This is an optimization exercise on Yosys and OpenROAD, whose aim is small area, not a production implementation. Where RTL was checked, it was by simulation tests only, not by an equivalence proof against the original. No functional check of the RTL was part of runs 1 to 3. Power is estimated from default activity; no workload was simulated.

==> flow/config.mk <==
export PLATFORM = sky130hd
export DESIGN_NAME = ohlc_bar_aggregator_top
export DESIGN_NICKNAME = ohlc_bar_aggregator_top
export VERILOG_FILES = /design/flow/design.v
export SDC_FILE = /design/flow/constraint.sdc
export NUM_CORES = 4
export LEC_CHECK = 0
export CAP_MARGIN = 20
export CORE_MARGIN = 2
export CORE_UTILIZATION = 40
export PLACE_DENSITY = 0.6
export SLEW_MARGIN = 20
==> flow/constraint.sdc <==
create_clock -name core_clock -period 10.0 [get_ports {clk_i}]
set_input_delay 2.0000 -clock core_clock [delete_from_list [all_inputs] [get_ports {clk_i}]]
set_output_delay 2.0000 -clock core_clock [all_outputs]
set_load 0.01 [all_outputs]
==> flow/design.v <==
`default_nettype none
package ohlc_pkg;
  localparam int unsigned TIME_W  = 32;
  localparam int unsigned PRICE_W = 40;
  localparam int unsigned BW_W    = 17;
  localparam int unsigned END_W   = TIME_W + 1;
  localparam logic [BW_W-1:0] BIN_WIDTH_RESET = BW_W'(3600);
  localparam int unsigned     MAX_GAP_BARS_DEF = 16;
  localparam int unsigned APB_DATA_W = 32;
  localparam int unsigned APB_ADDR_W = 2;
endpackage
`default_nettype wire
`default_nettype none
import ohlc_pkg::*;
module ohlc_bar_aggregator_top (
  input  wire logic                  clk_i,
  input  wire logic                  rst_ni,
  input  wire logic                  trade_valid_i,
  output logic                       trade_ready_o,
  input  wire logic [TIME_W-1:0]     trade_time_i,
  input  wire logic [PRICE_W-1:0]    trade_price_i,
  input  wire logic                  trade_end_of_batch_i,
  output logic                       bar_valid_o,
  input  wire logic                  bar_ready_i,
  output logic [TIME_W-1:0]          bar_time_o,
  output logic [PRICE_W-1:0]         bar_open_o,
  output logic [PRICE_W-1:0]         bar_high_o,
  output logic [PRICE_W-1:0]         bar_low_o,
  output logic [PRICE_W-1:0]         bar_close_o,
  output logic [1:0]                 bar_kind_o,
  output logic                       bar_gaps_dropped_o,
  output logic                       bar_last_result_o,
  input  wire logic                  psel,
  input  wire logic                  penable,
  input  wire logic                  pwrite,
  input  wire logic [APB_ADDR_W-1:0] paddr,
  input  wire logic [APB_DATA_W-1:0] pwdata,
  output logic [APB_DATA_W-1:0]      prdata,
  output logic                       pready
);
  localparam logic [3:0] S_IDLE = 4'd0;    
  localparam logic [3:0] S_F1   = 4'd1;    
  localparam logic [3:0] S_F2   = 4'd2;    
  localparam logic [3:0] S_FB   = 4'd3;    
  localparam logic [3:0] S_DIV0 = 4'd4;    
  localparam logic [3:0] S_DIV  = 4'd5;    
  localparam logic [3:0] S_NB1  = 4'd6;    
  localparam logic [3:0] S_SET  = 4'd7;    
  localparam logic [3:0] S_GINC = 4'd8;    
  localparam logic [3:0] S_GAP  = 4'd9;    
  localparam logic [3:0] S_PST1 = 4'd10;   
  localparam logic [3:0] S_PST2 = 4'd11;   
  localparam logic [3:0] S_U1   = 4'd12;   
  localparam logic [3:0] S_U2   = 4'd13;   
  localparam logic [3:0] S_NB2  = 4'd14;   
  localparam int unsigned GAP_W = 5;
  logic [BW_W-1:0]    bw_q;
  logic [3:0]         st_q;
  logic [3:0]         st_d;
  logic               open_q;
  logic               drop_q;
  logic               filled_q;
  logic               eob_q;
  logic [4:0]         cnt_q;
  logic               nbit_q;
  logic [GAP_W-1:0]   gcnt_q;
  logic [BW_W-1:0]    rem_q;
  logic [END_W-1:0]   e_q;
  logic [TIME_W-1:0]  t_q;
  logic [PRICE_W-1:0] p_q;
  logic [PRICE_W-1:0] o_q;
  logic [PRICE_W-1:0] h_q;
  logic [PRICE_W-1:0] l_q;
  always_ff @(posedge clk_i or negedge rst_ni) begin
    if (!rst_ni) begin
      bw_q <= BIN_WIDTH_RESET;
    end else if (psel && penable && pwrite && (paddr == 2'd0)) begin
      bw_q <= pwdata[BW_W-1:0];
    end
  end
  assign pready = 1'b1;
  assign prdata = (paddr == 2'd0) ? APB_DATA_W'(bw_q) : '0;
  logic [BW_W-1:0]    w;
  logic               beyond;
  logic [END_W-1:0]   n;
  logic [BW_W:0]      a;
  logic [BW_W+1:0]    dsub;
  logic               fits;
  logic [BW_W-1:0]    rn;
  logic [BW_W-1:0]    s;
  logic [5:0]         q2;
  logic [GAP_W-1:0]   qn;
  logic [GAP_W:0]     g;
  logic               drop_c;
  logic [GAP_W-1:0]   shown;
  logic               sel_tw;
  logic [TIME_W-1:0]  xop;
  logic [BW_W-1:0]    yop;
  logic [END_W-1:0]   sum;
  logic               take_x;
  logic [END_W:0]     nc;      
  logic [BW_W+2:0]    dc;      
  logic [END_W:0]     sc;      
  logic [PRICE_W:0]   hc;      
  logic [PRICE_W:0]   lc;      
  logic               p_gt_h;
  logic               p_lt_l;
  always_comb begin
    w      = (bw_q == '0) ? BW_W'(1) : bw_q;
    nc[0] = 1'b0;
    for (int i = 0; i < END_W; i++) begin
      logic x, y;
      x = (i < TIME_W) ? trade_time_i[i] : 1'b0;
      y = ~e_q[i];
      n[i]    = x ^ y ^ nc[i];
      nc[i+1] = (x & y) | (x & nc[i]) | (y & nc[i]);
    end
    beyond = nc[END_W];
    a      = (st_q == S_PST2) ? {1'b0, rem_q} : {rem_q, nbit_q};
    dc[0] = 1'b1;
    for (int i = 0; i < BW_W + 2; i++) begin
      logic x, y;
      x = (i < BW_W + 1) ? a[i] : 1'b0;
      y = (i < BW_W) ? ~w[i] : 1'b1;
      dsub[i]  = x ^ y ^ dc[i];
      dc[i+1]  = (x & y) | (x & dc[i]) | (y & dc[i]);
    end
    fits   = !dsub[BW_W+1];
    rn     = fits ? dsub[BW_W-1:0] : a[BW_W-1:0];
    s      = ~dsub[BW_W-1:0];           
    q2     = {gcnt_q, fits};
    qn     = (q2 > 6'd17) ? GAP_W'(17) : q2[GAP_W-1:0];
    g      = {1'b0, gcnt_q} + {5'd0, !filled_q};
    drop_c = g > 6'd16;
    shown  = drop_c ? GAP_W'(16) : g[GAP_W-1:0];
    sel_tw = (st_q == S_F2) || (st_q == S_GINC) || (st_q == S_PST2);
    xop    = sel_tw ? t_q : trade_time_i;
    yop    = (st_q == S_PST2) ? s : (sel_tw ? w : '0);
    sc[0] = 1'b0;
    for (int i = 0; i < END_W; i++) begin
      logic x, y;
      x = (i < TIME_W) ? xop[i] : 1'b0;
      y = (i < BW_W) ? yop[i] : 1'b0;
      sum[i]   = x ^ y ^ sc[i];
      sc[i+1]  = (x & y) | (x & sc[i]) | (y & sc[i]);
    end
    hc[0] = 1'b0;
    lc[0] = 1'b0;
    for (int i = 0; i < PRICE_W; i++) begin
      hc[i+1] = (p_q[i] & ~h_q[i]) | (p_q[i] & hc[i]) | (~h_q[i] & hc[i]);
      lc[i+1] = (l_q[i] & ~p_q[i]) | (l_q[i] & lc[i]) | (~p_q[i] & lc[i]);
    end
    p_gt_h = hc[PRICE_W];
    p_lt_l = lc[PRICE_W];
    take_x = ((st_q == S_NB1) && bar_ready_i) || ((st_q == S_SET) && !filled_q);
  end
  always_ff @(posedge clk_i) begin
    nbit_q <= n[~cnt_q];
  end
  always_ff @(posedge clk_i or negedge rst_ni) begin
    if (!rst_ni) begin
      cnt_q <= '0;
    end else begin
      cnt_q <= cnt_q + 5'd1;
    end
  end
  always_comb begin
    st_d = st_q;
    case (st_q)
      S_IDLE: begin
        if (trade_valid_i) begin
          if (!open_q)      st_d = S_F1;
          else if (!beyond) st_d = S_U1;
          else              st_d = S_DIV0;
        end
      end
      S_F1:   st_d = S_F2;
      S_F2:   st_d = S_FB;
      S_FB:   if (bar_ready_i) st_d = S_IDLE;
      S_DIV0: if (cnt_q == 5'd0) st_d = S_DIV;
      S_DIV:  if (cnt_q == 5'd0) st_d = filled_q ? S_NB1 : S_SET;
      S_NB1:  if (bar_ready_i) st_d = S_SET;
      S_SET:  st_d = (shown != '0) ? S_GINC : S_PST1;
      S_GINC: st_d = S_GAP;
      S_GAP:  if (bar_ready_i) st_d = (gcnt_q == GAP_W'(1)) ? S_PST1 : S_GINC;
      S_PST1: st_d = S_PST2;
      S_PST2: st_d = S_U2;
      S_U1:   st_d = S_U2;
      S_U2:   st_d = eob_q ? S_NB2 : S_IDLE;
      S_NB2:  if (bar_ready_i) st_d = S_IDLE;
      default: st_d = S_IDLE;
    endcase
  end
  always_ff @(posedge clk_i or negedge rst_ni) begin
    if (!rst_ni) begin
      st_q   <= S_IDLE;
      open_q <= 1'b0;
      drop_q <= 1'b0;
    end else begin
      st_q <= st_d;
      if (st_q == S_F1) open_q <= !trade_end_of_batch_i;
      if ((st_q == S_NB2) && bar_ready_i) open_q <= 1'b0;
      if (((st_q == S_NB1) || (st_q == S_NB2)) && bar_ready_i) drop_q <= 1'b0;
      if (st_q == S_SET) drop_q <= drop_q | drop_c;
    end
  end
  always_ff @(posedge clk_i) begin
    if ((st_q == S_F2) || (st_q == S_SET)) filled_q <= 1'b0;
    if (st_q == S_U2) filled_q <= 1'b1;
    if ((st_q == S_U1) || take_x) eob_q <= trade_end_of_batch_i;
    if (st_q == S_DIV0) begin
      gcnt_q <= '0;
      rem_q  <= '0;
    end
    if (st_q == S_DIV) begin
      gcnt_q <= qn;
      rem_q  <= rn;
    end
    if (st_q == S_SET)  gcnt_q <= shown;
    if ((st_q == S_GAP) && bar_ready_i) gcnt_q <= gcnt_q - GAP_W'(1);
    if ((st_q == S_F2) || (st_q == S_PST2) || take_x) e_q <= sum;
    if ((st_q == S_F1) || (st_q == S_GINC) || (st_q == S_U1)) t_q <= sum[TIME_W-1:0];
    if (st_q == S_PST1) t_q <= e_q[TIME_W-1:0];
    if ((st_q == S_F1) || (st_q == S_U1) || take_x) p_q <= trade_price_i;
    if ((st_q == S_F2) || take_x || ((st_q == S_U1) && !filled_q)) o_q <= p_q;
    if ((st_q == S_F2) || take_x ||
        ((st_q == S_U2) && (!filled_q || p_gt_h))) h_q <= p_q;
    if ((st_q == S_F2) || take_x ||
        ((st_q == S_U2) && (!filled_q || p_lt_l))) l_q <= p_q;
  end
  always_comb begin
    trade_ready_o      = (st_q == S_F1) || (st_q == S_U1) || take_x;
    bar_valid_o        = (st_q == S_FB) || (st_q == S_NB1) || (st_q == S_GAP) || (st_q == S_NB2);
    bar_kind_o         = (st_q == S_FB) ? 2'd0 : ((st_q == S_GAP) ? 2'd2 : 2'd1);
    bar_gaps_dropped_o = drop_q && (st_q != S_GAP);
    case (st_q)
      S_NB1:   bar_last_result_o = (gcnt_q == '0) && !trade_end_of_batch_i;
      S_GAP:   bar_last_result_o = (gcnt_q == GAP_W'(1)) && !eob_q;
      default: bar_last_result_o = 1'b1;
    endcase
    bar_time_o  = t_q;
    bar_open_o  = o_q;
    bar_high_o  = h_q;
    bar_low_o   = l_q;
    bar_close_o = (st_q == S_GAP) ? o_q : p_q;
  end
endmodule
`default_nettype wire
==> flow/flow/run.sh <==
#!/bin/bash
set -euo pipefail
export BUFFER_PORTS_ARGS="-buffer_cell sky130_fd_sc_hd__buf_1"
bash standard.sh > standard.log 2>&1
==> flow/standard.sh <==
#!/bin/bash
# synth_recipe.tcl (not shown) runs the flow's synth.tcl, then flattens the netlist and writes it again
# the make line also repeats each setting of config.mk as NAME=value (left out here)
make -C /OpenROAD-flow-scripts/flow DESIGN_CONFIG=/design/flow/config.mk WORK_HOME=/design/flow/orfs CLKGATE_MAP_FILE= SYNTH_SCRIPT=/design/flow/synth_recipe.tcl "${@:-finish}"
==> results.yml, run 1 <==
synth:
  yosysWarnings: 1
  yosys.area.top_type_share_pct: 49.9
  synth_seq_cells: 278
  synth_cell_types: 78
  synth-async-reset-ratio_pct: 10.1
  ys.flop_type: "edfxtp_1"
  ys_seq_area_share_pct: 54.9
  avgSynthCellArea_um2: 12.1
  synth.most_common_cell: "edfxtp_1"
  yosys-top-cells-count: "edfxtp_1, nand2_1, inv_1"
  synth_edf_count: 248
  syn_inst: 1232
  synth_top_cells_by_area: "edfxtp_1, fa_1, dfrtp_1"
  synth_area_mm2: 0.0149
  synth.largest_area_cell: "edfxtp_1"
clock_network:
  numClockSinks: 278
  clock_latency_ns: 0.52
  cts_root_buf: "clkbuf_16"
  numCtsBuffers: 34
  cts_tree: "built"
  cts.htree.levels: 2
  cts_buffer_depth: 3
  cts.clk_slew.worst_paths_ns: 0.06
pwr:
  sequentialPowerShare_pct: 38.3
  totalPowerFinal_mw: 5.53
  swShare_pct: 37.7
  clkPwrFrac_pct: 21.9
  switching_power_mw: 2.08
  p_comb_share_pct: 39.8
  vdd_drop_max_uv: 173
  p_per_area_mw_per_mm2: 299
  internal-power_mw: 3.44
  p_leak_nw: 6.56
worst_setup_path:
  crit_path_end_kind: "register"
  critPathArrivalTime_ns: 14.04
  critPathSlowestCell: "mux4_2"
  crit_type: "primary input to register"
  slowest_delay_ns: 0.46
  critPathLaunchType: "primary input"
  cp_top_family: "adder cells"
  cp_num_buf_inv: 4
  path_common_cell: "fa_2"
  crit_fanout: 2
  cp.required_ns: 10.45
layout:
  nNetsFinal: 1791
  fin_area_mm2: 0.0185
  syn2layout_area_growth_pct: 24.2
  final_layout_size_suffix_gt1_share_pct: 17.5
  n_fill_cell: 3288
sta:
  tns_ns: -9.57
  setup_viol: 11
  fin_crit_ns: 13.60
  fin_skew_ns: 0.0165
  timing.final.crit_share_pct: 136
  worst_slack_ns: -3.60
  final_max_slew_viol_count: 0
  rsz0062_at_grt: "yes"
  max_slew_margin_pct: 27.5
  max_freq_ghz: 0.0735
  worstMarginPinSlew_ns: 1.06
  final-hold-violation-count: 0
floorplan:
  rows: 70
  start_util_pct: 40.6
  core_mm2: 0.0367
  dieWidth_um: 197
  pin_count: 345
  dieArea_mm2: 0.0388
  die_h_um: 197
routing:
  via_per_inst: 5.19
  routedWlPerCell_um: 19.4
  drcViolationCount: 0
  vias: 10800
  first_iter_violations: 615
  ant_nets: 0
  firstDrtPassIters: 5
  wl_um: 40400
placed_design:
  hpwl_um: 29800
  dpl_cell_area_mm2: 0.0172
  routabilityCongestion: 0.855
  io_buffers: 313
hold_path:
  hold_path.class: "register to register"
run_status:
  so.violations: "setup timing"
  status: "complete, but fails checks"
flow_run:
  maxCapViolations: 0
global_routing:
  overflow: 0
  grt_max_degree: 73
  grt_pass1_vias: 10800
  grt_pass1_wl_um: 61500
  antenna_found_initial: 2
  grtUsageTotal_pct: 20.6
[worst reg2reg max path, delay by kind of cell, from the launching register on]
| family | cells | cell delay (ns) |
|---|---|---|
| fa+ha+maj | 32 | 10.80 |
| flops | 1 | 0.38 |
| buf+inv | 4 | 0.23 |
| mux | 3 | 1.03 |
[per-layer routing]
metal / share of wire, % / track usage, %
met1: 44 / 28.2
met5: 0.040 / 0
met3: 6.8 / 5.67
met4: 2.3 / 5.43
met2: 47 / 32.7
[sequential cells by signal, indices dropped and copies added, names as in the netlist]
| register | flops |
|---|---|
| h_q | 40 |
| l_q | 40 |
| o_q | 40 |
| p_q | 40 |
| e_q | 33 |
| t_q | 32 |
| bw_q | 17 |
| rem_q | 17 |
| cnt_q | 5 |
| gcnt_q | 5 |
| st_q | 4 |
| drop_q | 1 |
| eob_q | 1 |
| filled_q | 1 |
| nbit_q | 1 |
| open_q | 1 |
[layout by cell type (no fill, tap or decap), types with 23 or more instances in the layout]
master / synthesis / routed
inv_1: 114 / 107
fa_2: 0 / 61
nand2b_1: 39 / 39
edfxtp_1: 248 / 248
nand3_1: 23 / 23
o21ai_0: 102 / 88
clkbuf_16: 0 / 35
dfrtp_1: 24 / 24
nor2b_1: 33 / 32
nor2_1: 42 / 40
nor3_1: 28 / 27
mux2_2: 39 / 35
nand2_1: 145 / 144
a21oi_1: 27 / 25
buf_4: 19 / 63
buf_1: 1 / 311
[worst paths after layout]
check                                to  cells past startpoint            start  slack (ns)
worst min register to register  o_q[32]                      0          p_q[32]        0.51
worst min-delay path            o_q[32]                      0          p_q[32]        0.51
max in group asynchronous       bw_q[9]                      2           rst_ni        8.18
worst max register to register   nbit_q                     39           e_q[0]       -2.53
worst max-delay path             nbit_q                     39  trade_time_i[0]       -3.60
min in group asynchronous       st_q[2]                      2           rst_ni        1.50
[power by group through the flow]
stage	clock network [mW]	registers (mW)	logic [mW]
detailed placement	0	2.13	2.12
finish	1.21	2.12	2.20
CTS	1.24	2.11	2.19
floorplan	0	2.14	1.31
global route	1.28	2.17	2.45
global placement	0	2.12	2.09
[per-stage QoR]
step / util [%] / instances / setup slack [ns] / hold slack, ns
after floorplan: - / 1246 / -3.63 / 0.464
after global placement: 47.0 / 2015 / -4.11 / 0.487
after detailed placement: 47.0 / 2015 / -4.21 / 0.486
after CTS: 50.2 / 2078 / -3.57 / 0.503
after global routing: 50.4 / 2081 / -3.86 / 0.517
final: 50.5 / 2083 / -3.60 / 0.506
[logic make-up (layout without fill, tap and decap cells)]
kind of cell    after synthesis  after routing  synth area share, %
compound gates              234            234                 10.0
xor+xnor                      9              9                0.529
fa+ha+maj                   106            106                 11.7
simple gates                338            338                 10.9
buf+inv                     186            553                 5.33
flops                       278            278                 54.9
other cells                   2             18               0.0504
mux                          79             79                 6.55
[cell type report]
type / count / area, um^2 / area share (%)
tap: 468 / 586 / 3.16
clock inverter: 9 / 123 / 0.662
antenna: 2 / 5.00 / 0.0270
sequential: 278 / 8190 / 44.2
inverter: 117 / 439 / 2.37
clock buffer: 50 / 952 / 5.14
multi-input combinational: 782 / 6530 / 35.3
timing repair buffer: 377 / 1690 / 9.12
[timing repair]
item,4_1_cts,5_1_grt
pin swaps,20,16
gates resized for setup,26,19
setup buffers,4,2
setup endpoints to repair,16,15
hold buffers,0,0
gates cloned,0,0
==> run 2, diff against run 1 <==
--- a/flow/design.v
+++ b/flow/design.v
@@ -96,2 +96,6 @@
   logic               sel_tw;
+  logic [1:0]         ncf_q;   
+  logic [1:0]         scf_q;   
+  logic [1:0]         wt_q;    
+  logic               ok;
   logic [TIME_W-1:0]  xop;
@@ -111,7 +115,8 @@
     for (int i = 0; i < END_W; i++) begin
-      logic x, y;
+      logic x, y, c;
       x = (i < TIME_W) ? trade_time_i[i] : 1'b0;
       y = ~e_q[i];
-      n[i]    = x ^ y ^ nc[i];
-      nc[i+1] = (x & y) | (x & nc[i]) | (y & nc[i]);
+      c = (i == 11) ? ncf_q[0] : ((i == 22) ? ncf_q[1] : nc[i]);
+      n[i]    = x ^ y ^ c;
+      nc[i+1] = (x & y) | (x & c) | (y & c);
     end
@@ -121,3 +126,3 @@
     for (int i = 0; i < BW_W + 2; i++) begin
-      logic x, y;
+      logic x, y, c;
       x = (i < BW_W + 1) ? a[i] : 1'b0;
@@ -140,7 +145,8 @@
     for (int i = 0; i < END_W; i++) begin
-      logic x, y;
+      logic x, y, c;
       x = (i < TIME_W) ? xop[i] : 1'b0;
       y = (i < BW_W) ? yop[i] : 1'b0;
-      sum[i]   = x ^ y ^ sc[i];
-      sc[i+1]  = (x & y) | (x & sc[i]) | (y & sc[i]);
+      c = (i == 11) ? (scf_q[0] & sel_tw) : ((i == 22) ? (scf_q[1] & sel_tw) : sc[i]);
+      sum[i]   = x ^ y ^ c;
+      sc[i+1]  = (x & y) | (x & c) | (y & c);
     end
@@ -156,3 +162,8 @@
   end
+  assign ok = (wt_q == 2'd2);
   always_ff @(posedge clk_i) begin
+    ncf_q <= {nc[22], nc[11]};
+    scf_q <= {sc[22], sc[11]};
+    if ((st_d != st_q) || ((st_q == S_IDLE) && !trade_valid_i)) wt_q <= 2'd0;
+    else if (!ok) wt_q <= wt_q + 2'd1;
     nbit_q <= n[~cnt_q];
@@ -170,3 +181,3 @@
       S_IDLE: begin
-        if (trade_valid_i) begin
+        if (trade_valid_i && ok) begin
           if (!open_q)      st_d = S_F1;
@@ -177,3 +188,3 @@
       S_F1:   st_d = S_F2;
-      S_F2:   st_d = S_FB;
+      S_F2:   if (ok) st_d = S_FB;
       S_FB:   if (bar_ready_i) st_d = S_IDLE;
@@ -183,6 +194,6 @@
       S_SET:  st_d = (shown != '0) ? S_GINC : S_PST1;
-      S_GINC: st_d = S_GAP;
+      S_GINC: if (ok) st_d = S_GAP;
       S_GAP:  if (bar_ready_i) st_d = (gcnt_q == GAP_W'(1)) ? S_PST1 : S_GINC;
       S_PST1: st_d = S_PST2;
-      S_PST2: st_d = S_U2;
+      S_PST2: if (ok) st_d = S_U2;
       S_U1:   st_d = S_U2;
@@ -220,4 +231,4 @@
     if ((st_q == S_GAP) && bar_ready_i) gcnt_q <= gcnt_q - GAP_W'(1);
-    if ((st_q == S_F2) || (st_q == S_PST2) || take_x) e_q <= sum;
-    if ((st_q == S_F1) || (st_q == S_GINC) || (st_q == S_U1)) t_q <= sum[TIME_W-1:0];
+    if ((((st_q == S_F2) || (st_q == S_PST2)) && ok) || take_x) e_q <= sum;
+    if ((st_q == S_F1) || ((st_q == S_GINC) && ok) || (st_q == S_U1)) t_q <= sum[TIME_W-1:0];
     if (st_q == S_PST1) t_q <= e_q[TIME_W-1:0];
--- a/flow/config.mk
+++ b/flow/config.mk
@@ -10,2 +10,3 @@
 export CORE_UTILIZATION = 40
+export CTS_BUF_LIST = sky130_fd_sc_hd__clkbuf_4
 export PLACE_DENSITY = 0.6
==> results.yml, run 2 <==
global_routing:
  grtUsageTotal_pct: 21.4
  met1_usage_pct: 26.9
  grt_pass1_vias: 12000
  overflow: 0
  grt_max_degree: 72
  grt_pass1_wl_um: 67300
  grt.busiest_layer: "met2"
  grt.met3_usage_pct: 7.83
  antenna_found_initial: 3
  met2_usage_pct: 34.4
synth:
  synth_cell_types: 87
  synth.most_common_cell: "edfxtp_1"
  ys.flop_type: "edfxtp_1"
  synth.largest_area_cell: "edfxtp_1"
  syn_inst: 1318
  yosys-top-cells-count: "edfxtp_1, nand2_1, inv_1"
  synth_edf_count: 248
  synth-async-reset-ratio_pct: 9.86
  synth_top_cells_by_area: "edfxtp_1, fa_1, nand2_1"
  synth_seq_cells: 284
  avgSynthCellArea_um2: 11.7
  ys_seq_area_share_pct: 53.9
  synth_area_mm2: 0.0154
  yosysWarnings: 1
  yosys.area.top_type_share_pct: 48.3
routing:
  drcViolationCount: 0
  via_per_inst: 5.12
  routedWlPerCell_um: 19.0
  ant_nets: 0
  wl_um: 43200
  firstDrtPassIters: 8
  first_iter_violations: 788
  vias: 11600
clock_network:
  cts_buffer_depth: 3
  numCtsBuffers: 81
  cts_root_buf: "clkbuf_4"
  clock_latency_ns: 0.76
  cts.htree.levels: 3
  numClockSinks: 284
  cts.clk_slew.worst_paths_ns: 0.07
  post_cts_buffers: 0
  cts_tree: "built"
run_status:
  status: "timing/DRC/antenna clean"
floorplan:
  start_util_pct: 40.7
  rows: 71
  dieArea_mm2: 0.0401
  core_mm2: 0.0378
  die_h_um: 200
  pin_count: 345
  dieWidth_um: 200
placed_design:
  hpwl_um: 30700
  placedCellCount: 2131
  routabilityCongestion: 0.883
  io_buffers: 313
worst_setup_path:
  critPathLaunchType: "register"
  worstReg2RegStart: "bw_q[12]"
  ff2ff_setup_slack_ns: 0.44
  critPathArrivalTime_ns: 10.01
  path_common_cell: "fa_2"
  slowest_delay_ns: 0.53
  r2r-end: "t_q[21]"
  crit_path_end_kind: "register"
  reg2regPathDepth: 32
  cp.required_ns: 10.45
  endpoint: "t_q[21]"
  crit_type: "register to register"
  crit_fanout: 2
  crit_start: "bw_q[12]"
  critPathSlowestCell: "fa_1"
layout:
  n_fill_cell: 3572
  layoutNonFillerInstCount: 2273
  layout_common_cells: "buf_1, edfxtp_1, nand2_1"
  nNetsFinal: 1907
  syn2layout_area_growth_pct: 18.7
  final_layout_size_suffix_gt1_share_pct: 13.5
  layout_commonest_cell: "buf_1"
flow_run:
  maxCapViolations: 0
sta:
  max_freq_ghz: 0.105
  max_slew_margin_pct: 14.9
  final_max_slew_viol_count: 0
  rsz0062_at_grt: "no"
  final-hold-violation-count: 0
  fin_skew_ns: 0.0481
  tns_ns: 0
  setup_viol: 0
  fin_crit_ns: 9.56
  timing.final.crit_share_pct: 95.6
  worstMarginPinSlew_ns: 1.24
pwr:
  totalPowerFinal_mw: 5.86
  p_leak_nw: 7.02
  p_per_area_mw_per_mm2: 320
  vdd_drop_max_uv: 173
hold_path:
  hold_path.class: "register to register"
==> run 2: timing repair <==
action,4_1_cts,5_1_grt
endpoints found under the hold margin,0,0
endpoints found under the setup margin,8,3
gates resized for setup,13,5
pin swaps,1,5
hold buffers,0,0
cloned,0,0
==> run 2: how the worst min path moves through the flow <==
stage	slack, ns	to	cells past startpoint	startpoint
after floorplan	0.44	drop_q	2	drop_q
after global placement	0.48	o_q[29]	0	p_q[29]
after detailed placement	0.48	h_q[30]	0	p_q[30]
after CTS	0.46	l_q[30]	0	p_q[30]
after global routing	0.49	l_q[30]	0	p_q[30]
final	0.48	l_q[30]	0	p_q[30]
==> run 2: cells by family (layout without fill, tap and decap cells) <==
family,Yosys count,after routing,share of synthesized area [%]
AOI/OAI and AO/OA,241,241,10.3
xor gates and xnor gates,8,8,0.454
adders and majority gates,105,105,11.3
buffers and inverters,200,627,6.14
DFF,284,284,53.9
muxes,66,66,5.30
other,2,19,0.0487
and+or+nand+nor,412,412,12.6
==> run 2: through the flow <==
step / instance area [um^2] / setup slack (ns) / util [%] / hold slack [ns]
final: 18300 / 0.440 / 48.4 / 0.477
after global routing: 18300 / 0.0570 / 48.4 / 0.488
after CTS: 18200 / 0.0402 / 48.2 / 0.460
after detailed placement: 17300 / -0.660 / 45.6 / 0.483
after global placement: 17300 / -0.531 / 45.6 / 0.482
after floorplan: 15500 / 0.00485 / - / 0.441
==> run 2: metal layers <==
| layer | share of wire [%] | vias to the layer above |
|---|---|---|
| met5 | 0.037 | - |
| met4 | 2.3 | 2 |
| met3 | 9.5 | 67 |
| met2 | 47 | 461 |
| met1 | 41 | 5654 |
| li1 | - | 5464 |
==> run 2: layout make-up <==
type / instances / area, um^2 / share of cell area [%]
antenna: 3 / 7.51 / 0.0410
tap: 511 / 639 / 3.49
timing repair buffer: 360 / 1550 / 8.46
sequential: 284 / 8310 / 45.4
multi-input combinational: 848 / 6350 / 34.7
clock inverter: 22 / 85.1 / 0.465
clock buffer: 116 / 871 / 4.76
inverter: 129 / 484 / 2.65
==> run 2: critical path: cells and delay by family (launching register included) <==
kind | cells | cell delay [ns]
adder cells (fa/ha/maj) | 23 | 7.80
flip-flops | 1 | 0.40
AO/OA/AOI/OAI | 3 | 0.40
buffers and inverters | 4 | 0.35
AND/OR/NAND/NOR | 2 | 0.32
==> run 2: power breakdown <==
| part | internal, mW | switching [mW] | total, mW |
|---|---|---|---|
| logic | 0.936 | 1.64 | 2.58 |
| registers | 1.95 | 0.301 | 2.25 |
| clock network | 0.530 | 0.507 | 1.04 |
==> run 3, diff against run 2 <==
==> flow/flow/run.sh (replaced) <==
#!/bin/bash
set -euo pipefail
export BUFFER_PORTS_ARGS="-buffer_cell sky130_fd_sc_hd__buf_1"
export CTS_ARGS="-sink_clustering_enable -repair_clock_nets -dont_use_dummy_load -buf_list sky130_fd_sc_hd__clkbuf_4"
bash standard.sh > standard.log 2>&1
==> results.yml, run 3 <==
worst_setup_path:
  crit_path_end_kind: "register"
  crit_fanout: 2
  crit_type: "register to register"
  critPathLaunchType: "register"
  slowest_delay_ns: 0.53
  path_common_cell: "fa_2"
  cp.required_ns: 10.43
  critPathSlowestCell: "fa_1"
  critPathArrivalTime_ns: 10.02
floorplan:
  pin_count: 345
  die_h_um: 200
  dieArea_mm2: 0.0401
  start_util_pct: 40.7
  dieWidth_um: 200
  core_mm2: 0.0378
  rows: 71
sta:
  tns_ns: 0
  fin_crit_ns: 9.59
  final_max_slew_viol_count: 0
  worstMarginPinSlew_ns: 1.25
  final-hold-violation-count: 0
  max_freq_ghz: 0.104
  rsz0062_at_grt: "no"
  holdWs_ns: 0.466
  timing.final.crit_share_pct: 95.9
  fin_skew_ns: 0.0646
  setup_viol: 0
  max_slew_margin_pct: 14.3
synth:
  yosysWarnings: 1
  synth-async-reset-ratio_pct: 9.86
  synth_seq_cells: 284
  synth_cell_types: 87
  ys_seq_area_share_pct: 53.9
  synth_top_cells_by_area: "edfxtp_1, fa_1, nand2_1"
  yosys-top-cells-count: "edfxtp_1, nand2_1, inv_1"
  yosys.area.top_type_share_pct: 48.3
  ys.flop_type: "edfxtp_1"
  syn_inst: 1318
  synth.most_common_cell: "edfxtp_1"
  synth_edf_count: 248
  synth.largest_area_cell: "edfxtp_1"
  avgSynthCellArea_um2: 11.7
  synth_area_mm2: 0.0154
pwr:
  p_per_area_mw_per_mm2: 314
  p_leak_nw: 6.81
  totalPowerFinal_mw: 5.63
  vdd_drop_max_uv: 148
routing:
  via_per_inst: 5.17
  first_iter_violations: 741
  ant_nets: 0
  vias: 11500
  routedWlPerCell_um: 19.3
  firstDrtPassIters: 5
  wl_um: 42900
  drcViolationCount: 0
hold_path:
  hold_path.class: "register to register"
placed_design:
  placedCellCount: 2131
  routabilityCongestion: 0.883
  hpwl_um: 30700
  dpl_cell_area_mm2: 0.0173
  io_buffers: 313
flow_run:
  maxCapViolations: 0
clock_network:
  cts.htree.levels: 3
  clock_latency_ns: 0.74
  numCtsBuffers: 81
  cts_root_buf: "clkbuf_4"
  post_cts_buffers: 0
  numClockSinks: 284
  cts_buffer_depth: 3
  cts.clk_slew.worst_paths_ns: 0.06
  cts_tree: "built"
run_status:
  status: "timing/DRC/antenna clean"
layout:
  syn2layout_area_growth_pct: 16.4
  fin_area_mm2: 0.0179
  nNetsFinal: 1907
  layout_commonest_cell: "buf_1"
  layoutNonFillerInstCount: 2215
  final_layout_size_suffix_gt1_share_pct: 11.5
  layout_common_cells: "buf_1, edfxtp_1, nand2_1"
global_routing:
  antenna_found_initial: 2
  grtUsageTotal_pct: 21.3
  overflow: 0
  grt_max_degree: 72
  grt_pass1_wl_um: 66800
  grt_pass1_vias: 11900
==> run 3: cell counts after synthesis <==
Identical to the previous run, type by type.
==> run 3: timing repair <==
| action | 4_1_cts | 5_1_grt |
|---|---|---|
| pin swaps | 1 | 4 |
| setup endpoints to repair | 9 | 3 |
| cloned | 0 | 0 |
| gates resized for setup | 13 | 4 |
| hold buffers | 0 | 0 |
==> run 3: cell families after synthesis <==
group           synth area share, %
simple gates                   12.6
flops                          53.9
compound gates                 10.3
buf+inv                        6.14
fa+ha+maj                      11.3
mux                            5.30
xor+xnor                      0.454
other cells                  0.0487
==> run 3: through the flow <==
stage	worst slack, ns	util [%]
2_1_floorplan	0.00485	-
3_3_place_gp	-0.531	45.6
3_5_place_dp	-0.660	45.6
4_1_cts	0.0533	47.3
5_1_grt	0.0141	47.4
6_report	0.407	47.4
==> run 3: cell type report <==
cell class / count / area (um^2)
sequential: 284 / 8310
antenna: 2 / 5.00
multi-input combinational: 848 / 6350
clock buffer: 81 / 608
inverter: 129 / 484
tap: 511 / 639
timing repair buffer: 360 / 1550
fill: 3587 / 19900
==> run 3: path summary, 6_finish.rpt <==
| path | startpoint | end | slack [ns] | depth (start not counted) |
|---|---|---|---|---|
| max | bw_q[12] | t_q[21] | 0.41 | 32 |
| min | p_q[30] | h_q[30] | 0.47 | 0 |
| max reg2reg | bw_q[12] | t_q[21] | 0.41 | 32 |
| min reg2reg | p_q[30] | h_q[30] | 0.47 | 0 |
| max in group asynchronous | rst_ni | bw_q[15] | 8.08 | 1 |
| min in group asynchronous | rst_ni | bw_q[1] | 1.36 | 1 |
==> run 3: power by group <==
part / switching [mW] / leakage [nW] / internal, mW
clock network: 0.442 / 0.373 / 0.366
logic: 1.64 / 3.72 / 0.934
registers: 0.300 / 2.71 / 1.95
total: 2.38 / 6.81 / 3.25
==> run 3: critical path, delay by kind of cell, from the launching register on <==
family	cells	cell delay, ns
adder cells (fa/ha/maj)	23	7.86
buffers and inverters	4	0.35
AO/OA/AOI/OAI	3	0.39
flip-flops	1	0.40
AND/OR/NAND/NOR	2	0.32
==> run 3: routing by layer <==
metal  share of wire (%)  GRT usage [%]  up-vias
met1                  41           26.9     5521
met3                 9.5           7.79       62
met2                  47           34.0      459
met4                 2.1           6.96        2
met5               0.037              0        -
li1                    -              -     5409
==> run 4, diff against run 3 <==
--- a/flow/design.v
+++ b/flow/design.v
@@ -96,6 +96,2 @@
   logic               sel_tw;
-  logic [1:0]         ncf_q;   
-  logic [1:0]         scf_q;   
-  logic [1:0]         wt_q;    
-  logic               ok;
   logic [TIME_W-1:0]  xop;
@@ -104,30 +100,8 @@
   logic               take_x;
-  logic [END_W:0]     nc;      
-  logic [BW_W+2:0]    dc;      
-  logic [END_W:0]     sc;      
-  logic [PRICE_W:0]   hc;      
-  logic [PRICE_W:0]   lc;      
-  logic               p_gt_h;
-  logic               p_lt_l;
   always_comb begin
     w      = (bw_q == '0) ? BW_W'(1) : bw_q;
-    nc[0] = 1'b0;
-    for (int i = 0; i < END_W; i++) begin
-      logic x, y, c;
-      x = (i < TIME_W) ? trade_time_i[i] : 1'b0;
-      y = ~e_q[i];
-      c = (i == 11) ? ncf_q[0] : ((i == 22) ? ncf_q[1] : nc[i]);
-      n[i]    = x ^ y ^ c;
-      nc[i+1] = (x & y) | (x & c) | (y & c);
-    end
-    beyond = nc[END_W];
+    beyond = {1'b0, trade_time_i} > e_q;
+    n      = {1'b0, trade_time_i} - e_q - END_W'(1);
     a      = (st_q == S_PST2) ? {1'b0, rem_q} : {rem_q, nbit_q};
-    dc[0] = 1'b1;
-    for (int i = 0; i < BW_W + 2; i++) begin
-      logic x, y, c;
-      x = (i < BW_W + 1) ? a[i] : 1'b0;
-      y = (i < BW_W) ? ~w[i] : 1'b1;
-      dsub[i]  = x ^ y ^ dc[i];
-      dc[i+1]  = (x & y) | (x & dc[i]) | (y & dc[i]);
-    end
+    dsub   = {1'b0, a} - {2'b00, w};
     fits   = !dsub[BW_W+1];
@@ -143,27 +117,6 @@
     yop    = (st_q == S_PST2) ? s : (sel_tw ? w : '0);
-    sc[0] = 1'b0;
-    for (int i = 0; i < END_W; i++) begin
-      logic x, y, c;
-      x = (i < TIME_W) ? xop[i] : 1'b0;
-      y = (i < BW_W) ? yop[i] : 1'b0;
-      c = (i == 11) ? (scf_q[0] & sel_tw) : ((i == 22) ? (scf_q[1] & sel_tw) : sc[i]);
-      sum[i]   = x ^ y ^ c;
-      sc[i+1]  = (x & y) | (x & c) | (y & c);
-    end
-    hc[0] = 1'b0;
-    lc[0] = 1'b0;
-    for (int i = 0; i < PRICE_W; i++) begin
-      hc[i+1] = (p_q[i] & ~h_q[i]) | (p_q[i] & hc[i]) | (~h_q[i] & hc[i]);
-      lc[i+1] = (l_q[i] & ~p_q[i]) | (l_q[i] & lc[i]) | (~p_q[i] & lc[i]);
-    end
-    p_gt_h = hc[PRICE_W];
-    p_lt_l = lc[PRICE_W];
+    sum    = {1'b0, xop} + {16'd0, yop};
     take_x = ((st_q == S_NB1) && bar_ready_i) || ((st_q == S_SET) && !filled_q);
   end
-  assign ok = (wt_q == 2'd2);
   always_ff @(posedge clk_i) begin
-    ncf_q <= {nc[22], nc[11]};
-    scf_q <= {sc[22], sc[11]};
-    if ((st_d != st_q) || ((st_q == S_IDLE) && !trade_valid_i)) wt_q <= 2'd0;
-    else if (!ok) wt_q <= wt_q + 2'd1;
     nbit_q <= n[~cnt_q];
@@ -181,3 +134,3 @@
       S_IDLE: begin
-        if (trade_valid_i && ok) begin
+        if (trade_valid_i) begin
           if (!open_q)      st_d = S_F1;
@@ -188,3 +141,3 @@
       S_F1:   st_d = S_F2;
-      S_F2:   if (ok) st_d = S_FB;
+      S_F2:   st_d = S_FB;
       S_FB:   if (bar_ready_i) st_d = S_IDLE;
@@ -194,6 +147,6 @@
       S_SET:  st_d = (shown != '0) ? S_GINC : S_PST1;
-      S_GINC: if (ok) st_d = S_GAP;
+      S_GINC: st_d = S_GAP;
       S_GAP:  if (bar_ready_i) st_d = (gcnt_q == GAP_W'(1)) ? S_PST1 : S_GINC;
       S_PST1: st_d = S_PST2;
-      S_PST2: if (ok) st_d = S_U2;
+      S_PST2: st_d = S_U2;
       S_U1:   st_d = S_U2;
@@ -231,4 +184,4 @@
     if ((st_q == S_GAP) && bar_ready_i) gcnt_q <= gcnt_q - GAP_W'(1);
-    if ((((st_q == S_F2) || (st_q == S_PST2)) && ok) || take_x) e_q <= sum;
-    if ((st_q == S_F1) || ((st_q == S_GINC) && ok) || (st_q == S_U1)) t_q <= sum[TIME_W-1:0];
+    if ((st_q == S_F2) || (st_q == S_PST2) || take_x) e_q <= sum;
+    if ((st_q == S_F1) || (st_q == S_GINC) || (st_q == S_U1)) t_q <= sum[TIME_W-1:0];
     if (st_q == S_PST1) t_q <= e_q[TIME_W-1:0];
@@ -237,5 +190,5 @@
     if ((st_q == S_F2) || take_x ||
-        ((st_q == S_U2) && (!filled_q || p_gt_h))) h_q <= p_q;
+        ((st_q == S_U2) && (!filled_q || (p_q > h_q)))) h_q <= p_q;
     if ((st_q == S_F2) || take_x ||
-        ((st_q == S_U2) && (!filled_q || p_lt_l))) l_q <= p_q;
+        ((st_q == S_U2) && (!filled_q || (p_q < l_q)))) l_q <= p_q;
   end
==> flow/run.sh (new file) <==
#!/bin/bash
# synth_recipe.tcl (not shown) runs the flow's synth.tcl, then flattens the netlist and writes it again
# the make line also repeats each setting of config.mk as NAME=value (left out here)
make -C /OpenROAD-flow-scripts/flow DESIGN_CONFIG=/design/flow/config.mk WORK_HOME=/design/flow/orfs CLKGATE_MAP_FILE= SYNTH_SCRIPT=/design/flow/synth_recipe.tcl finish
--- a/flow/config.mk
+++ b/flow/config.mk
@@ -10,3 +10,2 @@
 export CORE_UTILIZATION = 40
-export CTS_BUF_LIST = sky130_fd_sc_hd__clkbuf_4
 export PLACE_DENSITY = 0.6
removed: flow/flow/run.sh
removed: flow/standard.sh
==> results.yml, run 4 <==
placed_design:
  routabilityCongestion: 0.862
  dpl_cell_area_mm2: 0.0213
  io_buffers: 313
  place_ws_ns: 3.18
  hpwl_um: 37800
pwr:
  swShare_pct: 40.7
  p_comb_share_pct: 52.0
  sequentialPowerShare_pct: 30.9
  totalPowerFinal_mw: 7.18
  clkPwrFrac_pct: 17.1
  switching_power_mw: 2.92
  internal-power_mw: 4.26
  p_leak_nw: 9.05
  p_per_area_mw_per_mm2: 321
  vdd_drop_max_uv: 164
routing:
  drcViolationCount: 0
  routedWlPerCell_um: 19.4
  firstDrtPassIters: 5
  vias: 14100
  ant_nets: 0
  first_iter_violations: 971
  wl_um: 51000
  via_per_inst: 5.38
floorplan:
  die_h_um: 214
  dieWidth_um: 214
  dieArea_mm2: 0.0457
  rows: 76
  pin_count: 345
  core_mm2: 0.0433
  start_util_pct: 40.7
synth:
  yosys.area.top_type_share_pct: 42.3
  synth_adder_area_share_pct: 11.1
  yosysWarnings: 1
  synth_cell_types: 83
  synth.largest_area_cell: "edfxtp_1"
  synth_area_mm2: 0.0176
  avgSynthCellArea_um2: 10.2
  yosys-top-cells-count: "edfxtp_1, nand2_1, inv_1"
  synth_edf_count: 248
  ys_seq_area_share_pct: 46.6
  synth-async-reset-ratio_pct: 10.1
  synth.most_common_cell: "edfxtp_1"
  synth-simple-area-share_pct: 12.8
  yosys-mux-area-fraction_pct: 5.24
  synth_top_cells_by_area: "edfxtp_1, ha_1, mux2_2"
  synth_compound_area_share_pct: 14.8
  syn_inst: 1719
  synth-xor-area-share_pct: 3.88
  ys.flop_type: "edfxtp_1"
  synth_seq_cells: 278
  synth_top_family_by_area: "compound AO/OA/AOI/OAI gates"
sta:
  max_freq_ghz: 0.144
  worstMarginPinSlew_ns: 0.985
  fin_crit_ns: 6.96
  holdWs_ns: 0.494
  final_max_slew_viol_count: 0
  max_slew_margin_pct: 34.3
  timing.final.crit_share_pct: 69.6
  setup_viol: 0
  final-hold-violation-count: 0
  tns_ns: 0
  fin_skew_ns: 0.0156
  rsz0062_at_grt: "no"
  worst_slack_ns: 3.04
layout:
  n_antenna_cell: 0
  regArea_mm2: 0.00819
  layout_common_cells: "clkdlybuf4s50_1, edfxtp_1, nand2_1"
  multi_input_area_mm2: 0.00853
  layout_commonest_cell: "clkdlybuf4s50_1"
  n_fill_cell: 3958
  final_layout_size_suffix_gt1_share_pct: 7.78
  nNetsFinal: 2287
  syn2layout_area_growth_pct: 27.2
  fin_area_mm2: 0.0224
worst_setup_path:
  crit_path_end_kind: "register"
  cp.required_ns: 10.29
  slowest_delay_ns: 0.76
  critPathArrivalTime_ns: 7.25
  crit_type: "register to register"
  path_common_cell: "o21ai_0"
  critPathSlowestCell: "dfrtp_1"
  critPathLaunchType: "register"
  crit_fanout: 33
  ff2ff_setup_slack_ns: 3.04
clock_network:
  clock_latency_ns: 0.55
  cts_root_buf: "clkbuf_16"
  numClockSinks: 278
  hold_buffers: 0
  cts.htree.levels: 2
  post_cts_buffers: 0
  numCtsBuffers: 34
  cts_tree: "built"
  cts.clk_slew.worst_paths_ns: 0.05
  cts_buffer_depth: 3
  cts_resized: 0
global_routing:
  overflow: 0
  grtUsageTotal_pct: 22.1
  grt_pass1_vias: 13800
  antenna_found_initial: 1
  grt_pass1_wl_um: 78100
  grt_max_degree: 53
flow_run:
  maxCapViolations: 0
hold_path:
  hold_path.class: "register to register"
run_status:
  status: "timing/DRC/antenna clean"
-- run 4: cell families (layout without fill, tap and decap cells) --
logic type	count (synthesis)	in the layout
AO/OA/AOI/OAI	403	403
XOR/XNOR	77	77
adder cells (fa/ha/maj)	155	155
buffers and inverters	239	549
flip-flops	278	278
multiplexers	83	83
other	2	16
AND/OR/NAND/NOR	482	482
-- run 4: final timing paths --
| kind | start | endpoint | depth (start not counted) |
|---|---|---|---|
| setup reg to reg | st_q[3] | t_q[30] | 27 |
| min in group asynchronous | rst_ni | cnt_q[3] | 2 |
| setup / recovery | st_q[3] | t_q[30] | 27 |
| max in group asynchronous | rst_ni | bw_q[11] | 2 |
| hold / removal | filled_q | filled_q | 2 |
| hold reg to reg | filled_q | filled_q | 2 |
-- run 4: metal layers --
metal | vias up | share of wire (%) | track usage, %
met4 | 2 | 3.1 | 8.36
li1 | 6832 | - | -
met5 | - | 0.018 | 0
met1 | 6859 | 46 | 30.0
met3 | 84 | 4.6 | 3.51
met2 | 349 | 46 | 35.8
-- run 4: power by group through the flow --
stage | clock, mW | sequential, mW | combinational (mW)
after global routing | 1.30 | 2.28 | 4.12
after global placement | 0 | 2.23 | 3.66
after detailed placement | 0 | 2.24 | 3.71
after CTS | 1.27 | 2.23 | 3.74
after floorplan | 0 | 2.20 | 2.34
final | 1.23 | 2.22 | 3.73
-- run 4: critical path, delay by kind of cell, from the launching register on --
| family | cells | cell delay [ns] |
|---|---|---|
| multiplexers | 2 | 0.48 |
| flip-flops | 1 | 0.76 |
| AO/OA/AOI/OAI | 12 | 2.41 |
| adder cells (fa/ha/maj) | 3 | 0.94 |
| XOR/XNOR | 2 | 0.30 |
| AND/OR/NAND/NOR | 6 | 1.15 |
| buffers and inverters | 2 | 0.63 |
-- run 4: layout make-up --
| cell class | count | share of cell area [%] |
|---|---|---|
| clock buffers | 46 | 4.14 |
| clock inverters | 15 | 0.732 |
| inverters | 161 | 2.70 |
| multi-input cells | 1216 | 38.1 |
| flip-flops and latches | 278 | 36.6 |
| well taps | 585 | 3.27 |
| repair buffers | 327 | 14.5 |
-- run 4: metrics by stage --
| step | utilization, % | cells |
|---|---|---|
| after floorplan | - | 1733 |
| after global placement | 49.2 | 2567 |
| after detailed placement | 49.2 | 2567 |
| after CTS | 51.7 | 2628 |
| after global routing | 51.7 | 2628 |
| final | 51.7 | 2628 |
==> run 5, diff against run 4 <==
--- a/flow/design.v
+++ b/flow/design.v
@@ -83,6 +83,6 @@
   logic [BW_W-1:0]    w;
-  logic               beyond;
-  logic [END_W-1:0]   n;
+  wire                beyond;
+  wire  [END_W-1:0]   n;
   logic [BW_W:0]      a;
-  logic [BW_W+1:0]    dsub;
+  wire  [BW_W+1:0]    dsub;
   logic               fits;
@@ -96,12 +96,24 @@
   logic               sel_tw;
+  logic [1:0]         ncf_q;   
+  logic [1:0]         scf_q;   
+  logic [1:0]         wt_q;    
+  logic               ok;
   logic [TIME_W-1:0]  xop;
   logic [BW_W-1:0]    yop;
-  logic [END_W-1:0]   sum;
+  wire  [END_W-1:0]   sum;
   logic               take_x;
+  wire  [END_W:0]     nc;      
+  wire  [BW_W+2:0]    dc;      
+  wire  [END_W:0]     sc;      
+  wire  [PRICE_W:0]   hc;      
+  wire  [PRICE_W:0]   lc;      
+  wire                p_gt_h;
+  wire                p_lt_l;
   always_comb begin
     w      = (bw_q == '0) ? BW_W'(1) : bw_q;
-    beyond = {1'b0, trade_time_i} > e_q;
-    n      = {1'b0, trade_time_i} - e_q - END_W'(1);
     a      = (st_q == S_PST2) ? {1'b0, rem_q} : {rem_q, nbit_q};
-    dsub   = {1'b0, a} - {2'b00, w};
+    sel_tw = (st_q == S_F2) || (st_q == S_GINC) || (st_q == S_PST2);
+    xop    = sel_tw ? t_q : trade_time_i;
+  end
+  always_comb begin
     fits   = !dsub[BW_W+1];
@@ -114,9 +126,43 @@
     shown  = drop_c ? GAP_W'(16) : g[GAP_W-1:0];
-    sel_tw = (st_q == S_F2) || (st_q == S_GINC) || (st_q == S_PST2);
-    xop    = sel_tw ? t_q : trade_time_i;
     yop    = (st_q == S_PST2) ? s : (sel_tw ? w : '0);
-    sum    = {1'b0, xop} + {16'd0, yop};
     take_x = ((st_q == S_NB1) && bar_ready_i) || ((st_q == S_SET) && !filled_q);
   end
+  wire [END_W-1:0] nx = {1'b0, trade_time_i};
+  wire [END_W-1:0] ny = ~e_q;
+  assign nc[0] = 1'b0;
+  for (genvar i = 0; i < END_W; i++) begin : g_n
+    wire c = (i == 11) ? ncf_q[0] : ((i == 22) ? ncf_q[1] : nc[i]);
+    assign n[i]    = nx[i] ^ ny[i] ^ c;
+    assign nc[i+1] = (nx[i] & ny[i]) | (nx[i] & c) | (ny[i] & c);
+  end
+  assign beyond = nc[END_W];
+  wire [BW_W+1:0] dx = {1'b0, a};
+  wire [BW_W+1:0] dy = {2'b11, ~w};
+  assign dc[0] = 1'b1;
+  for (genvar i = 0; i < BW_W + 2; i++) begin : g_d
+    assign dsub[i]  = dx[i] ^ dy[i] ^ dc[i];
+    assign dc[i+1]  = (dx[i] & dy[i]) | (dx[i] & dc[i]) | (dy[i] & dc[i]);
+  end
+  wire [END_W-1:0] sx = {1'b0, xop};
+  wire [END_W-1:0] sy = {16'd0, yop};
+  assign sc[0] = 1'b0;
+  for (genvar i = 0; i < END_W; i++) begin : g_s
+    wire c = (i == 11) ? (scf_q[0] & sel_tw) : ((i == 22) ? (scf_q[1] & sel_tw) : sc[i]);
+    assign sum[i]   = sx[i] ^ sy[i] ^ c;
+    assign sc[i+1]  = (sx[i] & sy[i]) | (sx[i] & c) | (sy[i] & c);
+  end
+  assign hc[0] = 1'b0;
+  assign lc[0] = 1'b0;
+  for (genvar i = 0; i < PRICE_W; i++) begin : g_c
+    assign hc[i+1] = (p_q[i] & ~h_q[i]) | (p_q[i] & hc[i]) | (~h_q[i] & hc[i]);
+    assign lc[i+1] = (l_q[i] & ~p_q[i]) | (l_q[i] & lc[i]) | (~p_q[i] & lc[i]);
+  end
+  assign p_gt_h = hc[PRICE_W];
+  assign p_lt_l = lc[PRICE_W];
+  assign ok = (wt_q == 2'd2);
   always_ff @(posedge clk_i) begin
+    ncf_q <= {nc[22], nc[11]};
+    scf_q <= {sc[22], sc[11]};
+    if ((st_d != st_q) || ((st_q == S_IDLE) && !trade_valid_i)) wt_q <= 2'd0;
+    else if (!ok) wt_q <= wt_q + 2'd1;
     nbit_q <= n[~cnt_q];
@@ -134,3 +180,3 @@
       S_IDLE: begin
-        if (trade_valid_i) begin
+        if (trade_valid_i && ok) begin
           if (!open_q)      st_d = S_F1;
@@ -141,3 +187,3 @@
       S_F1:   st_d = S_F2;
-      S_F2:   st_d = S_FB;
+      S_F2:   if (ok) st_d = S_FB;
       S_FB:   if (bar_ready_i) st_d = S_IDLE;
@@ -147,6 +193,6 @@
       S_SET:  st_d = (shown != '0) ? S_GINC : S_PST1;
-      S_GINC: st_d = S_GAP;
+      S_GINC: if (ok) st_d = S_GAP;
       S_GAP:  if (bar_ready_i) st_d = (gcnt_q == GAP_W'(1)) ? S_PST1 : S_GINC;
       S_PST1: st_d = S_PST2;
-      S_PST2: st_d = S_U2;
+      S_PST2: if (ok) st_d = S_U2;
       S_U1:   st_d = S_U2;
@@ -184,4 +230,4 @@
     if ((st_q == S_GAP) && bar_ready_i) gcnt_q <= gcnt_q - GAP_W'(1);
-    if ((st_q == S_F2) || (st_q == S_PST2) || take_x) e_q <= sum;
-    if ((st_q == S_F1) || (st_q == S_GINC) || (st_q == S_U1)) t_q <= sum[TIME_W-1:0];
+    if ((((st_q == S_F2) || (st_q == S_PST2)) && ok) || take_x) e_q <= sum;
+    if ((st_q == S_F1) || ((st_q == S_GINC) && ok) || (st_q == S_U1)) t_q <= sum[TIME_W-1:0];
     if (st_q == S_PST1) t_q <= e_q[TIME_W-1:0];
@@ -190,5 +236,5 @@
     if ((st_q == S_F2) || take_x ||
-        ((st_q == S_U2) && (!filled_q || (p_q > h_q)))) h_q <= p_q;
+        ((st_q == S_U2) && (!filled_q || p_gt_h))) h_q <= p_q;
     if ((st_q == S_F2) || take_x ||
-        ((st_q == S_U2) && (!filled_q || (p_q < l_q)))) l_q <= p_q;
+        ((st_q == S_U2) && (!filled_q || p_lt_l))) l_q <= p_q;
   end
==> flow/flow/run.sh (new file) <==
#!/bin/bash
set -euo pipefail
export BUFFER_PORTS_ARGS="-buffer_cell sky130_fd_sc_hd__buf_1"
export CTS_ARGS="-sink_clustering_enable -repair_clock_nets -dont_use_dummy_load -buf_list sky130_fd_sc_hd__clkbuf_4 -sink_clustering_size 9 -sink_clustering_max_diameter 80"
bash standard.sh > standard.log 2>&1
==> flow/standard.sh (new file) <==
#!/bin/bash
# synth_recipe.tcl (not shown) runs the flow's synth.tcl, then flattens the netlist and writes it again
# the make line also repeats each setting of config.mk as NAME=value (left out here)
make -C /OpenROAD-flow-scripts/flow DESIGN_CONFIG=/design/flow/config.mk WORK_HOME=/design/flow/orfs CLKGATE_MAP_FILE= SYNTH_SCRIPT=/design/flow/synth_recipe.tcl "${@:-finish}"
--- a/flow/config.mk
+++ b/flow/config.mk
@@ -7,2 +7,3 @@
 export LEC_CHECK = 0
+export ABC_AREA = 1
 export CAP_MARGIN = 20
@@ -10,2 +11,3 @@
 export CORE_UTILIZATION = 40
+export CTS_BUF_LIST = sky130_fd_sc_hd__clkbuf_4
 export PLACE_DENSITY = 0.6
removed: flow/run.sh
==> results.yml, run 5 <==
run_status:
  status: "timing/DRC/antenna clean"
worst_setup_path:
  crit_type: "register to register"
  ff2ff_setup_slack_ns: 0.36
  cp_num_buf_inv: 5
  cp_top_family: "adder cells"
  cp.required_ns: 10.36
  crit_fanout: 2
  path_common_cell: "fa_2"
  crit_path_end_kind: "register"
  critPathSlowestCell: "fa_2"
  cp.depth: 34
  r2r-end: "t_q[21]"
  worstReg2RegStart: "bw_q[3]"
  slowest_delay_ns: 0.59
  critPathArrivalTime_ns: 10.00
  critPathLaunchType: "register"
  reg2regPathDepth: 34
global_routing:
  grtUsageTotal_pct: 19.3
  overflow: 0
  grt_max_degree: 85
  met2_usage_pct: 33.1
  grt.busiest_layer: "met2"
  grt_pass1_wl_um: 58300
  antenna_found_initial: 3
  grt.met3_usage_pct: 3.68
  grt_pass1_vias: 10900
  met1_usage_pct: 25.2
sta:
  worstMarginPinSlew_ns: 1.02
  setup_viol: 0
  worst_slack_ns: 0.361
  fin_crit_ns: 9.64
  final-hold-violation-count: 0
  max_freq_ghz: 0.104
  timing.final.crit_share_pct: 96.4
  final_max_slew_viol_count: 0
  max_slew_margin_pct: 31.5
  tns_ns: 0
  fin_skew_ns: 0.0760
routing:
  wl_um: 37600
  ant_nets: 0
  via_per_inst: 4.98
  routedWlPerCell_um: 17.2
  first_iter_violations: 738
  firstDrtPassIters: 5
  drcViolationCount: 0
  vias: 10900
synth:
  ys_seq_area_share_pct: 56.3
  synth-async-reset-ratio_pct: 9.86
  yosys.area.top_type_share_pct: 50.4
  synth.most_common_cell: "nand2_1"
  synth_edf_count: 248
  yosysWarnings: 1
  syn_inst: 1382
  synth_seq_cells: 284
  synth.largest_area_cell: "edfxtp_1"
  synth_area_mm2: 0.0148
  synth_cell_types: 43
  ys.flop_type: "edfxtp_1"
  yosys-top-cells-count: "nand2_1, edfxtp_1, inv_1"
  avgSynthCellArea_um2: 10.7
  synth_top_cells_by_area: "edfxtp_1, fa_1, nand2_1"
hold_path:
  hold_path.class: "register to register"
  holdPathEnd: "wt_q[0]"
  min_path_cells: 2
  min_from: "wt_q[0]"
clock_network:
  cts.clk_slew.worst_paths_ns: 0.09
  cts.htree.levels: 2
  cts_root_buf: "clkbuf_4"
  numClockSinks: 284
  cts_buffer_depth: 3
  post_cts_buffers: 0
  cts_tree: "built"
  clock_latency_ns: 0.68
  numCtsBuffers: 37
floorplan:
  pin_count: 345
  start_util_pct: 40.4
  rows: 70
  dieArea_mm2: 0.0385
  dieWidth_um: 196
  core_mm2: 0.0365
  die_h_um: 196
pwr:
  totalPowerFinal_mw: 5.14
  p_leak_nw: 6.83
  p_per_area_mw_per_mm2: 303
  vdd_drop_max_uv: 177
placed_design:
  routabilityCongestion: 0.847
  place_ws_ns: -0.279
  io_buffers: 313
  hpwl_um: 27800
flow_run:
  maxCapViolations: 0
layout:
  syn2layout_area_growth_pct: 14.9
  n_fill_cell: 3502
  layout_common_cells: "buf_1, nand2_1, edfxtp_1"
  final_layout_size_suffix_gt1_share_pct: 11.5
  layout_commonest_cell: "buf_1"
  nNetsFinal: 1928
  finish.utilization_pct: 46.5
-- run 5: changes by cell type after synthesis, moves of 30 or more --
cell	change
xnor2_1	-42
inv_2	+52
a22o_1	+30
nor3_1	-66
a21oi_1	-52
fa_1	+59
o22ai_1	+49
ha_1	-125
mux2_2	-33
nand2_1	+73
a21o_1	-56
-- run 5: area by class of cell --
type / instances / area [um^2] / share of cell area [%]
Sequential cell: 284 / 8310 / 49.0
Multi-Input combinational cell: 821 / 5390 / 31.8
Timing Repair Buffer: 346 / 1430 / 8.43
Inverter: 235 / 965 / 5.69
Tap cell: 468 / 586 / 3.45
Clock buffer: 37 / 278 / 1.64
Antenna cell: 2 / 5.00 / 0.0295
-- run 5: logic make-up after synthesis --
| group | after synthesis | synth area share (%) |
|---|---|---|
| DFF | 284 | 56.3 |
| AOI/OAI and AO/OA | 266 | 10.9 |
| and+or+nand+nor | 410 | 10.8 |
| muxes | 32 | 2.42 |
| adders and majority gates | 89 | 10.7 |
| other | 2 | 0.0509 |
| xor gates and xnor gates | 8 | 0.475 |
| buffers and inverters | 291 | 8.36 |
-- run 5: repair_timing --
item / 4_1_cts / 5_1_grt
resized for setup: 7 / 6
endpoints found under the setup margin: 3 / 3
hold buffers: 0 / 0
pin swaps: 2 / 12
-- run 5: layer usage --
metal,wire length (um),share of wire (%)
met5,13,0.035
met3,2570,6.8
met1,16400,43
met4,836,2.2
met2,17900,47
-- run 5: where the power goes --
part	internal, mW	leakage, nW	total (mW)	switching, mW
combinational	0.883	3.97	2.35	1.47
clock	0.171	0.170	0.542	0.371
sequential	1.97	2.69	2.24	0.273
-- run 5: worst max path at each step --
stage               endpoint    start  slack, ns
global placement     t_q[21]  bw_q[2]      -0.25
finish               t_q[21]  bw_q[3]       0.36
detailed placement   t_q[21]  bw_q[2]      -0.28
floorplan            t_q[21]  st_q[2]       0.05
global route         t_q[21]  bw_q[3]      -0.02
CTS                  t_q[21]  bw_q[3]       0.03
-- run 5: worst register-to-register path, delay by kind of cell (launching register included) --
family | cells | cell delay [ns]
fa+ha+maj | 23 | 7.86
simple gates | 3 | 0.49
flops | 1 | 0.39
buf+inv | 5 | 0.34
compound gates | 3 | 0.29
-- run 5: through the flow --
step / hold WS, ns / cells / cell area, um^2
3_3_place_gp: 0.440 / 2153 / 16600
3_5_place_dp: 0.457 / 2154 / 16600
5_1_grt: 0.506 / 2193 / 17000
6_report: 0.466 / 2193 / 17000
2_1_floorplan: 0.430 / 1396 / 14900
4_1_cts: 0.471 / 2191 / 16900
==> run 6, diff against run 5 <==
==> flow/flow/run.sh (replaced) <==
#!/bin/bash
set -euo pipefail
export BUFFER_PORTS_ARGS="-buffer_cell sky130_fd_sc_hd__buf_1"
export CTS_ARGS="-sink_clustering_enable -repair_clock_nets -dont_use_dummy_load -buf_list sky130_fd_sc_hd__clkbuf_4"
bash standard.sh > standard.log 2>&1
--- a/flow/config.mk
+++ b/flow/config.mk
@@ -7,3 +7,2 @@
 export LEC_CHECK = 0
-export ABC_AREA = 1
 export CAP_MARGIN = 20
==> results.yml, run 6 <==
sta:
  final-hold-violation-count: 0
  max_freq_ghz: 0.103
  fin_crit_ns: 9.68
  timing.final.crit_share_pct: 96.8
  rsz0062_at_grt: "no"
  worst_slack_ns: 0.322
  final_max_slew_viol_count: 0
  max_slew_margin_pct: 30.8
  fin_skew_ns: 0.108
  tns_ns: 0
  setup_viol: 0
  holdWs_ns: 0.490
  worstMarginPinSlew_ns: 1.01
pwr:
  switching_power_mw: 2.35
  p_per_area_mw_per_mm2: 318
  totalPowerFinal_mw: 5.63
  vdd_drop_max_uv: 176
  p_comb_share_pct: 44.9
  p_leak_nw: 6.60
  internal-power_mw: 3.28
  swShare_pct: 41.8
  clkPwrFrac_pct: 14.3
  sequentialPowerShare_pct: 40.9
clock_network:
  cts.clk_slew.worst_paths_ns: 0.06
  cts_tree: "built"
  numCtsBuffers: 79
  clock_latency_ns: 0.77
  cts_buffer_depth: 3
  cts.htree.levels: 3
  post_cts_buffers: 0
  numClockSinks: 284
  cts_root_buf: "clkbuf_4"
floorplan:
  core_mm2: 0.0375
  pin_count: 345
  rows: 71
  dieWidth_um: 199
  start_util_pct: 40.4
  dieArea_mm2: 0.0394
  die_h_um: 199
worst_setup_path:
  crit_path_end_kind: "register"
  crit_type: "register to register"
  crit_fanout: 2
  critPathSlowestCell: "fa_2"
  path_common_cell: "fa_2"
  cp.required_ns: 10.46
  slowest_delay_ns: 0.58
  ff2ff_setup_slack_ns: 0.32
  critPathArrivalTime_ns: 10.14
  critPathLaunchType: "register"
synth:
  yosysWarnings: 1
  synth_top_cells_by_area: "edfxtp_1, fa_1, nand2_1"
  avgSynthCellArea_um2: 11.7
  ys.flop_type: "edfxtp_1"
  syn_inst: 1294
  yosys-top-cells-count: "edfxtp_1, nand2_1, inv_1"
  synth_area_mm2: 0.0151
  yosys.area.top_type_share_pct: 49.2
  synth.most_common_cell: "edfxtp_1"
  synth_cell_types: 73
  synth-async-reset-ratio_pct: 9.86
  synth_edf_count: 248
  synth.largest_area_cell: "edfxtp_1"
  synth_seq_cells: 284
  ys_seq_area_share_pct: 54.9
placed_design:
  hpwl_um: 30300
  place_ws_ns: -0.573
  routabilityCongestion: 0.866
  io_buffers: 313
layout:
  nNetsFinal: 1877
  syn2layout_area_growth_pct: 17.0
  layout_common_cells: "buf_1, edfxtp_1, nand2_1"
  n_fill_cell: 3623
  layout_commonest_cell: "buf_1"
  final_layout_size_suffix_gt1_share_pct: 12.5
routing:
  via_per_inst: 5.17
  firstDrtPassIters: 5
  wl_um: 41900
  vias: 11300
  drcViolationCount: 0
  first_iter_violations: 698
  ant_nets: 0
  routedWlPerCell_um: 19.2
global_routing:
  antenna_found_initial: 3
  overflow: 0
  grt_pass1_vias: 11300
  grtUsageTotal_pct: 21.3
  grt_max_degree: 89
  grt_pass1_wl_um: 63900
run_status:
  status: "timing/DRC/antenna clean"
flow_run:
  maxCapViolations: 0
hold_path:
  hold_path.class: "register to register"
run 6: final timing paths:
check / endpoint / depth (start not counted) / start
setup / recovery: t_q[21] / 31 / bw_q[4]
hold / removal: drop_q / 2 / drop_q
setup reg to reg: t_q[21] / 31 / bw_q[4]
hold reg to reg: drop_q / 2 / drop_q
max in group asynchronous: open_q / 1 / rst_ni
min in group asynchronous: cnt_q[0] / 1 / rst_ni
run 6: timing repair:
action / 4_1_cts / 5_1_grt
pin swaps: 2 / 6
cloned: 0 / 0
hold buffers: 0 / 0
gates resized for setup: 18 / 5
endpoints found under the setup margin: 7 / 3
run 6: power by group through the flow:
stage	Combinational (mW)	Clock, mW	Sequential, mW
floorplan	1.45	0	2.41
CTS	2.55	0.847	2.30
finish	2.52	0.802	2.30
global placement	2.48	0	2.30
detailed placement	2.52	0	2.31
global route	2.82	0.895	2.35
run 6: routing by layer:
layer	GRT usage (%)	vias to the layer above	share of wire (%)
met4	7.30	2	2.2
met5	0	-	0.038
met3	7.56	64	9.7
li1	-	5326	-
met1	26.8	5468	41
met2	34.1	446	47
run 6: area by class of cell:
class	count	area [um^2]	area share (%)
Sequential cell	284	8310	47.0
Antenna cell	3	7.51	0.0424
Clock buffer	79	593	3.35
Tap cell	511	639	3.61
Timing Repair Buffer	354	1480	8.38
Inverter	121	454	2.57
Multi-Input combinational cell	834	6210	35.1
run 6: stage by stage:
step                area, um^2  util, %  cells
finish                   17700     47.2   2186
global route             17700     47.2   2185
CTS                      17700     47.2   2183
detailed placement       17000     45.5   2104
global placement         17000     45.5   2104
floorplan                15200        -   1308
run 6: critical path: cells and delay by family (launching register included):
kind / cells / cell delay, ns
buffers and inverters: 3 / 0.20
flip-flops: 1 / 0.37
AND/OR/NAND/NOR: 2 / 0.37
adder cells (fa/ha/maj): 23 / 8.02
AO/OA/AOI/OAI: 3 / 0.46
run 6: cells by family after synthesis:
group           share of synthesized area (%)
compound gates                           9.99
other cells                            0.0496
fa+ha+maj                                11.6
simple gates                             12.1
flops                                    54.9
buf+inv                                  5.37
mux                                      5.47
xor+xnor                                0.463

## re-timing with driven ports
Ports are ideal in the flow. The routed layouts listed here were re-timed in OpenROAD. Step 1, drivers: a clkbuf_16 drives clk_i and a buf_2 each remaining input, both assumed. Step 2 moves the port delays by t, midway between the first and last clock arrival at a register: inputs arrive t later, outputs are due t later. That takes back most of the time a late clock gives input paths. a / b / c = ideal / step 1 / step 2; a / b = the first two.
run	t (ns)	setup WS [ns]	latest minus earliest clock arrival (ns)	cell pins on the clock port's net
run 1	0.571	-3.597 / -3.595 / -4.165	0.017 / 0.017	1
run 2	0.787	0.440 / 0.440 / 0.440	0.052 / 0.052	1
run 3	0.762	0.407 / 0.407 / 0.407	0.070 / 0.070	1
run 4	0.595	3.036 / 3.036 / 3.036	0.018 / 0.019	1
run 5	0.689	0.361 / 0.361 / 0.361	0.076 / 0.076	1
run 6	0.771	0.322 / 0.322 / 0.322	0.108 / 0.108	1
The setup slack of run 1, which loses most, moves by +0.002 ns with the drivers and by -0.568 ns with both steps.
